What follows belongs to an exercise in optimizing a design on an open flow for small area and a short achievable clock period; a production flow would make more cautious choices. Function was checked by simulation only, so behaviour that the tests miss may differ from the original. Power is estimated from default activity; no workload was simulated.

==> design.v <==
package riscvPkg;
    typedef enum logic [6:0] {
        opR   = 7'b0110011,  
        opImm = 7'b0010011   
    } opcode_e;
    typedef enum logic [3:0] {
        aluAnd = 4'b0000,
        aluOr  = 4'b0001,
        aluAdd = 4'b0010,
        aluSub = 4'b0110,
        aluSll = 4'b0111
    } aluOp_e;
endpackage
`timescale 1ns/1ns
module instrDecoder (
    input  logic                   clk,
    input  logic                   reset,
    input  logic [32-1:0]    instr,
    output logic [5-1:0] rs1,
    output logic [5-1:0] rs2,
    output riscvPkg::aluOp_e       aluOperation,
    output logic                   useImm,
    output logic                   regWrite,
    output logic [64-1:0]       immediate,
    output logic [5-1:0] destReg
);
    logic [32-1:0]    ifIdInstr;    
    logic [6:0]             opcode;
    logic [5-1:0] rd;
    logic [2:0]             funct3;
    logic [3:0]             functKey;     
    riscvPkg::aluOp_e                 decOp;
    logic                   decUseImm;
    logic                   decWrite;
    logic [64-1:0]       decImm;
    always_ff @(posedge clk or posedge reset) begin
        if (reset) begin
            ifIdInstr <= '0;  
        end else begin
            ifIdInstr <= instr;
        end
    end
    assign opcode   = ifIdInstr[6:0];
    assign rd       = ifIdInstr[11:7];
    assign funct3   = ifIdInstr[14:12];
    assign rs1      = ifIdInstr[19:15];
    assign rs2      = ifIdInstr[24:20];
    assign functKey = {ifIdInstr[30], funct3};
    assign decImm = {{(64-12){ifIdInstr[31]}}, ifIdInstr[31:20]};
    always_comb begin
        decOp     = riscvPkg::aluAdd;  
        decUseImm = 1'b0;
        decWrite  = 1'b0;
        case (opcode)
            riscvPkg::opR: begin
                decWrite = 1'b1;
                case (functKey)
                    4'b0000: decOp = riscvPkg::aluAdd;
                    4'b1000: decOp = riscvPkg::aluSub;
                    4'b0111: decOp = riscvPkg::aluAnd;
                    4'b0110: decOp = riscvPkg::aluOr;
                    4'b0001: decOp = riscvPkg::aluSll;
                    default: decWrite = 1'b0;  
                endcase
            end
            riscvPkg::opImm: begin
                decUseImm = 1'b1;
                decWrite  = (funct3 == 3'b000);  
            end
            default: begin
                decWrite = 1'b0;
            end
        endcase
    end
    always_ff @(posedge clk or posedge reset) begin
        if (reset) begin
            aluOperation <= riscvPkg::aluAdd;
            useImm       <= 1'b0;
            regWrite     <= 1'b0;
            immediate    <= '0;
            destReg      <= '0;
        end else begin
            aluOperation <= decOp;
            useImm       <= decUseImm;
            regWrite     <= decWrite && (rd != '0);
            immediate    <= decImm;
            destReg      <= rd;
        end
    end
endmodule
`timescale 1ns/1ns
module operandUnit (
    input  logic                   clk,
    input  logic                   reset,
    input  logic [5-1:0] rs1,
    input  logic [5-1:0] rs2,
    input  logic [5-1:0] exMemRd,
    input  logic                   exMemRegWrite,
    input  logic [64-1:0]       exMemResult,
    input  logic                   retireValid,
    input  logic [5-1:0] retireRd,
    input  logic [64-1:0]       retireData,
    output logic [64-1:0]       operandA,
    output logic [64-1:0]       operandB
);
    logic [64-1:0]       regs [32];
    logic [64-1:0]       readData1;
    logic [64-1:0]       readData2;
    logic [64-1:0]       idExData1;    
    logic [64-1:0]       idExData2;
    logic [5-1:0] idExRs1;      
    logic [5-1:0] idExRs2;
    always_ff @(posedge clk or posedge reset) begin
        if (reset) begin
            for (int i = 0; i < 32; i++) begin
                regs[i] <= '0;
            end
        end else if (retireValid) begin
            regs[retireRd] <= retireData;
        end
    end
    assign readData1 = (retireValid && (retireRd == rs1)) ? retireData : regs[rs1];
    assign readData2 = (retireValid && (retireRd == rs2)) ? retireData : regs[rs2];
    always_ff @(posedge clk or posedge reset) begin
        if (reset) begin
            idExData1 <= '0;
            idExData2 <= '0;
            idExRs1   <= '0;
            idExRs2   <= '0;
        end else begin
            idExData1 <= readData1;
            idExData2 <= readData2;
            idExRs1   <= rs1;
            idExRs2   <= rs2;
        end
    end
    always_comb begin
        if (exMemRegWrite && (exMemRd == idExRs1)) begin
            operandA = exMemResult;
        end else if (retireValid && (retireRd == idExRs1)) begin
            operandA = retireData;
        end else begin
            operandA = idExData1;
        end
        if (exMemRegWrite && (exMemRd == idExRs2)) begin
            operandB = exMemResult;
        end else if (retireValid && (retireRd == idExRs2)) begin
            operandB = retireData;
        end else begin
            operandB = idExData2;
        end
    end
endmodule
`timescale 1ns/1ns
module executeUnit (
    input  logic                   clk,
    input  logic                   reset,
    input  logic [64-1:0]       operandA,
    input  logic [64-1:0]       operandB,
    input  riscvPkg::aluOp_e       aluOperation,
    input  logic                   useImm,
    input  logic                   regWrite,
    input  logic [64-1:0]       immediate,
    input  logic [5-1:0] destReg,
    output logic [5-1:0] exMemRd,
    output logic                   exMemRegWrite,
    output logic [64-1:0]       exMemResult,
    output logic                   retireValid,
    output logic [5-1:0] retireRd,
    output logic [64-1:0]       retireData
);
    logic [64-1:0] aluB;
    logic [64-1:0] aluResult;
    assign aluB = useImm ? immediate : operandB;  
    always_comb begin
        case (aluOperation)
            riscvPkg::aluAnd:  aluResult = operandA & aluB;
            riscvPkg::aluOr:   aluResult = operandA | aluB;
            riscvPkg::aluAdd:  aluResult = operandA + aluB;
            riscvPkg::aluSub:  aluResult = operandA - aluB;
            riscvPkg::aluSll:  aluResult = operandA << aluB[5:0];  
            default: aluResult = '0;
        endcase
    end
    always_ff @(posedge clk or posedge reset) begin
        if (reset) begin
            exMemRd       <= '0;
            exMemRegWrite <= 1'b0;
            exMemResult   <= '0;
            retireValid   <= 1'b0;
            retireRd      <= '0;
            retireData    <= '0;
        end else begin
            exMemRd       <= destReg;
            exMemRegWrite <= regWrite;
            exMemResult   <= aluResult;
            retireValid   <= exMemRegWrite;
            retireRd      <= exMemRd;
            retireData    <= exMemResult;
        end
    end
endmodule
`timescale 1ns/1ns
module riscvPipe (
    input  logic                   clk,
    input  logic                   reset,
    input  logic [32-1:0]    instr,
    output logic                   retireValid,
    output logic [5-1:0] retireRd,
    output logic [64-1:0]       retireData
);
    logic [5-1:0] rs1;
    logic [5-1:0] rs2;
    riscvPkg::aluOp_e                 aluOperation;
    logic                   useImm;
    logic                   regWrite;
    logic [64-1:0]       immediate;
    logic [5-1:0] destReg;
    logic [64-1:0]       operandA;
    logic [64-1:0]       operandB;
    logic [5-1:0] exMemRd;
    logic                   exMemRegWrite;
    logic [64-1:0]       exMemResult;
    instrDecoder decoder_i (
        .clk          (clk),
        .reset        (reset),
        .instr        (instr),
        .rs1          (rs1),
        .rs2          (rs2),
        .aluOperation (aluOperation),
        .useImm       (useImm),
        .regWrite     (regWrite),
        .immediate    (immediate),
        .destReg      (destReg)
    );
    operandUnit operands_i (
        .clk           (clk),
        .reset         (reset),
        .rs1           (rs1),
        .rs2           (rs2),
        .exMemRd       (exMemRd),
        .exMemRegWrite (exMemRegWrite),
        .exMemResult   (exMemResult),
        .retireValid   (retireValid),
        .retireRd      (retireRd),
        .retireData    (retireData),
        .operandA      (operandA),
        .operandB      (operandB)
    );
    executeUnit execute_i (
        .clk           (clk),
        .reset         (reset),
        .operandA      (operandA),
        .operandB      (operandB),
        .aluOperation  (aluOperation),
        .useImm        (useImm),
        .regWrite      (regWrite),
        .immediate     (immediate),
        .destReg       (destReg),
        .exMemRd       (exMemRd),
        .exMemRegWrite (exMemRegWrite),
        .exMemResult   (exMemResult),
        .retireValid   (retireValid),
        .retireRd      (retireRd),
        .retireData    (retireData)
    );
endmodule
==> run.sh <==
#!/bin/bash
# synth_recipe.tcl (not shown) runs the flow's synth.tcl, then flattens the netlist and writes it again
# the make line also repeats each setting of config.mk as NAME=value (left out here)
make -C /OpenROAD-flow-scripts/flow DESIGN_CONFIG=/design/flow/config.mk WORK_HOME=/design/flow/orfs CLKGATE_MAP_FILE= SYNTH_SCRIPT=/design/flow/synth_recipe.tcl finish
==> config.mk <==
export PLATFORM = sky130hd
export DESIGN_NAME = riscvPipe
export DESIGN_NICKNAME = riscvPipe
export VERILOG_FILES = /design/flow/design.v
export SDC_FILE = /design/flow/constraint.sdc
export NUM_CORES = 4
export LEC_CHECK = 0
export CAP_MARGIN = 20
export CORE_MARGIN = 2
export CORE_UTILIZATION = 30
export SLEW_MARGIN = 30
==> constraint.sdc <==
create_clock -name core_clock -period 8.0 [get_ports {clk}]
set_input_delay 1.6000 -clock core_clock [delete_from_list [all_inputs] [get_ports {clk}]]
set_output_delay 1.6000 -clock core_clock [all_outputs]
set_load 0.01 [all_outputs]
==> reports/summary.txt <==
DRC Markers: 0
Combinational share of power: 0.119
Final setup violation count: 0
MaxCap Viol Count: 0
Actual slew at the worst max-slew pin: 1.25 ns
Layout cells sized above 1: 0.298
Routed wl met3: 105000 um
Finished Cell Area: 0.140 mm^2
Die area: 0.413 mm^2
DP Area: 0.131 mm^2
Max FO, Critical Path: 19
Final Hold Fails: 0
Net switching power: 8.17 mW
Fill cells: 40.3k
Core footprint: 0.406 mm^2
Most used cell, CP: xnor2_1
Synth Area in Adders: 0.0112
Reg2reg setup slack: 0.41 ns
RSZ-0062 raised after global routing: no
Global-route usage over all layers: 0.303
Die Height: 642 um
Leak pwr: 62.7 nW
Post-Place Cells: 15.4k
Clock Skews: 0.133 ns
Wire per inst: 41.1 um
Net Sw Frac: 0.291
First-pass GRT wire length: 887000 um
Top Layer Used: met5
# IOs: 104
Final wirelength: 655000 um
Initial antenna violation count: 51
Root buf cell: clkbuf_16
Part of the power in the clock network: 0.436
Post-synth cell types: 81
Hold Path Class: reg2reg
Vias in the first global route: 104k
Sequential area share after synthesis: 0.486
Period utilisation layout: 0.948
Yosys top cell area share: 0.486
Gpl congestion: 1.01
Final hold slack: 0.350 ns
Crit end category: flip-flop
Reg-to-Reg Start: operands_i.idExRs2[1]
Worst hold start: decoder_i.destReg[0]
Status: complete, no violations
Hpwl dp: 377000 um
Top post-synthesis cells by area: dfrtp_1 (49%), mux2_2 (19%), a221oi_1 (4.7%), a22o_1 (4.6%), a22oi_1 (4.1%)
Leading area contributor after synthesis: dfrtp_1
Critical setup path kind: reg2reg
Clk sinks: 2375
Remaining Overflow, GRT: 0
# rows: 234
Post-Syn Area: 0.122 mm^2
Initial core utilization: 0.301
Xor/xnor share of the synthesized area: 0.0105
Hold path depth: 0
Fin cells: 15.9k
Worst R2R Path Depth: 24
CTS tree: done
Wl on met1: 234000 um
Largest family of logic cells by synthesized area: multiplexers
1st-pass router iterations: 11
Most frequent cells in the layout: dfrtp_1 (2372), mux2_2 (2066), a22oi_1 (666)
Cells after synthesis: 10.6k
Fin. max-slew vios: 0
CTS buffer count: 241
Slowest stage cell, crit path: or4_1
Syn_nets: 10.7k
Slew headroom: 0.168
Antenna-violating nets left: 0
Worst reg2reg endpoint: execute_i.exMemResult[52]
Max clock buf depth: 4
Final #Nets: 10.4k
Internal power: 20.0 mW
Post-synth ARST share: 1.00
Peak Freq: 132 MHz
Largest net degree at the start of global routing: 181
Syn. warnings: 4
Vias per inst: 7.04
H-tree levels: 4
Compound-Gate Fraction of Synth Area: 0.190
Mux cell area share after synthesis: 0.206
Ys flop type: dfrtp_1
Hold Crit Endpoint: execute_i.exMemRd[0]
Starting DRT DRC Count: 22.8k
Setup_tns: 0 ns
Layout area overhead: 14.4%
Cell breakdown of the critical path: xnor2_1 -> nand2_2 -> o21ai_0 -> a21oi_1 -> nor3_1 -> nand4_2 -> or4_1 -> nor2_1 -> a21oi_1 -> xnor2_1 -> ha_1 -> and4_1 -> nand2_1 -> o22ai_1 -> a2111oi_0 -> buf_4 -> o21a_1 -> and3_1 -> nor4_1 -> nor4_1 -> buf_4 -> xnor2_1 -> a221oi_1 -> o21ai_0
PD cells: 201 mW/mm^2
Number of synthesized register bits: 2375
Syn_area_per_cell: 11.6 um^2
Vias: 112k
Final min period: 7.59 ns
Die X: 642 um
WP data arrival: 8.37 ns
CTS clk-pin slew, worst paths: 0.07 ns
Peak supply drop: 189 uV
IO buf count: 103
Startpoint Class: flip-flop
Most common cell after layout, fill and taps aside: dfrtp_1
Met2 wire len: 258000 um
Clk Latency, worst-skew pair: 1.02 ns
Util after Layout: 0.344
Synth Area in Simple Gates: 0.0602
Delay of the slowest cell on the worst path: 0.99 ns
WP data required: 8.78 ns
Post-synth EDFFs: 0
Flop pwr share: 0.445
-- cell usage after synthesis, drive strengths merged, types with 7 or more instances --
cell type and number:
clkbuf 911, maj3 51, a21oi 251, o21bai 14, nand3 273, and2 20, o21ai 372, nand2 320
or2 34, a211oi 23, inv 41, o211ai 16, ha 67, dfrtp 2374, a311oi 48, nand2b 21
o31a 7, nand4 284, nand3b 9, xor2 49, nor2 253, or3 18, a32oi 7, nor3 144
nor4 20, a21o 35, a31oi 103, o32ai 128, and3 20, a221o 9, a22o 642, buf 185
mux2i 195, a22oi 666, a221oi 661, o41ai 7, or4 11, nor2b 16, mux2 2066, o31ai 13
and4 7, xnor2 97
-- power groups by stage --
stage	sequential (mW)	clock (mW)	combinational, mW
2_1_floorplan	12.7	0	1.61
3_3_place_gp	12.7	0	3.17
3_5_place_dp	12.7	0	3.15
4_1_cts	12.5	12.2	3.16
5_1_grt	12.5	12.7	3.39
6_report	12.5	12.3	3.34
-- worst max-delay path by stage --
| stage | slack, ns | start | cells past startpoint | endpoint |
|---|---|---|---|---|
| 3_3_place_gp | 0.08 | execute_i.exMemRd[2] | 23 | execute_i.exMemResult[61] |
| 4_1_cts | 0.12 | execute_i.exMemRd[2] | 23 | execute_i.exMemResult[61] |
| 5_1_grt | 0.0002 | operands_i.idExRs2[1] | 24 | execute_i.exMemResult[56] |
| 6_report | 0.41 | operands_i.idExRs2[1] | 24 | execute_i.exMemResult[52] |
| 2_1_floorplan | -26.61 | reset | 1 | decoder_i.aluOperation[0] |
| 3_5_place_dp | 0.25 | execute_i.exMemRd[2] | 23 | execute_i.exMemResult[61] |
-- final cells by class --
| class | instances | area [um^2] | area share |
|---|---|---|---|
| well taps | 5428 | 6790 | 0.0486 |
| clock buffers | 339 | 7060 | 0.0505 |
| clock inverters | 99 | 1270 | 0.00907 |
| flip-flops and latches | 2375 | 59400 | 0.425 |
| multi-input cells | 7043 | 59400 | 0.425 |
| repair buffers | 552 | 5610 | 0.0401 |
| diodes | 36 | 90.1 | 0.000644 |
| inverters | 41 | 158 | 0.00113 |
-- per-layer routing --
layer | GRT usage | vias up
met5 | 0.00439 | -
met4 | 0.206 | 41
met3 | 0.134 | 3483
met2 | 0.418 | 11390
met1 | 0.378 | 56504
li1 | - | 40581
-- kinds of logic after synthesis --
| kind of cell | after synthesis |
|---|---|
| buf+inv | 1137 |
| xor+xnor | 146 |
| flops | 2375 |
| simple gates | 1466 |
| compound gates | 3050 |
| fa+ha+maj | 119 |
| mux | 2262 |
-- what timing repair did --
action                     CTS  global route
hold buffers                 0             0
resized for setup            0             5
setup endpoints to repair    0            10
buffers inserted             0             1
-- critical path, delay by kind of cell (launching register included) --
| kind | cells | cell delay (ns) |
|---|---|---|
| AO/OA/AOI/OAI | 8 | 1.83 |
| XOR/XNOR | 3 | 0.65 |
| adder cells (fa/ha/maj) | 1 | 0.45 |
| buffers and inverters | 2 | 0.44 |
| flip-flops | 1 | 0.42 |
| AND/OR/NAND/NOR | 10 | 3.65 |
-- stage by stage --
stage	setup WS, ns	power (mW)
6_report	0.412	28.1
3_5_place_dp	0.253	15.9
3_3_place_gp	0.0793	15.9
2_1_floorplan	-26.61	14.3
4_1_cts	0.119	27.9
5_1_grt	0.000195	28.6
-- sequential cells by signal (all words and copies together), names as in the netlist --
| signal | flops |
|---|---|
| execute_i.retireRd | 5 |
| decoder_i.useImm | 1 |
| decoder_i.regWrite | 1 |
| decoder_i.aluOperation | 3 |
| operands_i.regs | 2048 |
| operands_i.idExData1 | 64 |
| decoder_i.destReg | 5 |
| operands_i.idExData2 | 64 |
| operands_i.idExRs1 | 5 |
| decoder_i.ifIdInstr | 32 |
| operands_i.idExRs2 | 4 |
| execute_i.exMemRd | 5 |
| execute_i.exMemResult | 64 |
| decoder_i.immediate | 8 |
| execute_i.retireData | 64 |
| execute_i.retireValid | 1 |
| execute_i.exMemRegWrite | 1 |

separate check: timing with driven ports:
The results above use ideal ports. As a check the final layout listed here was re-extracted and re-timed, cells and wires unchanged.
Step 1 (the two cells are an assumption about what drives the block):
set clk [get_ports {clk}]
set_driving_cell -lib_cell sky130_fd_sc_hd__clkbuf_16 $clk
set_driving_cell -lib_cell sky130_fd_sc_hd__buf_2 [delete_from_list [all_inputs] $clk]
Step 2 also shifts input and output timing later by t, the mid clock arrival at the registers, as if the neighbouring blocks saw the same clock.
a / b / c = no drivers / after step 1 / after step 2; a / b = the first two.
shift t [ns]: 1.073
slack for setup (ns): 0.412 / 0.412 / 0.412
worst setup path at the end: register to register
latest minus earliest clock arrival (ns): 0.145 / 0.145
After both steps this run still meets setup and hold. The setup slack of this run moves by 0.000 ns with the drivers and by 0.000 ns with both steps.
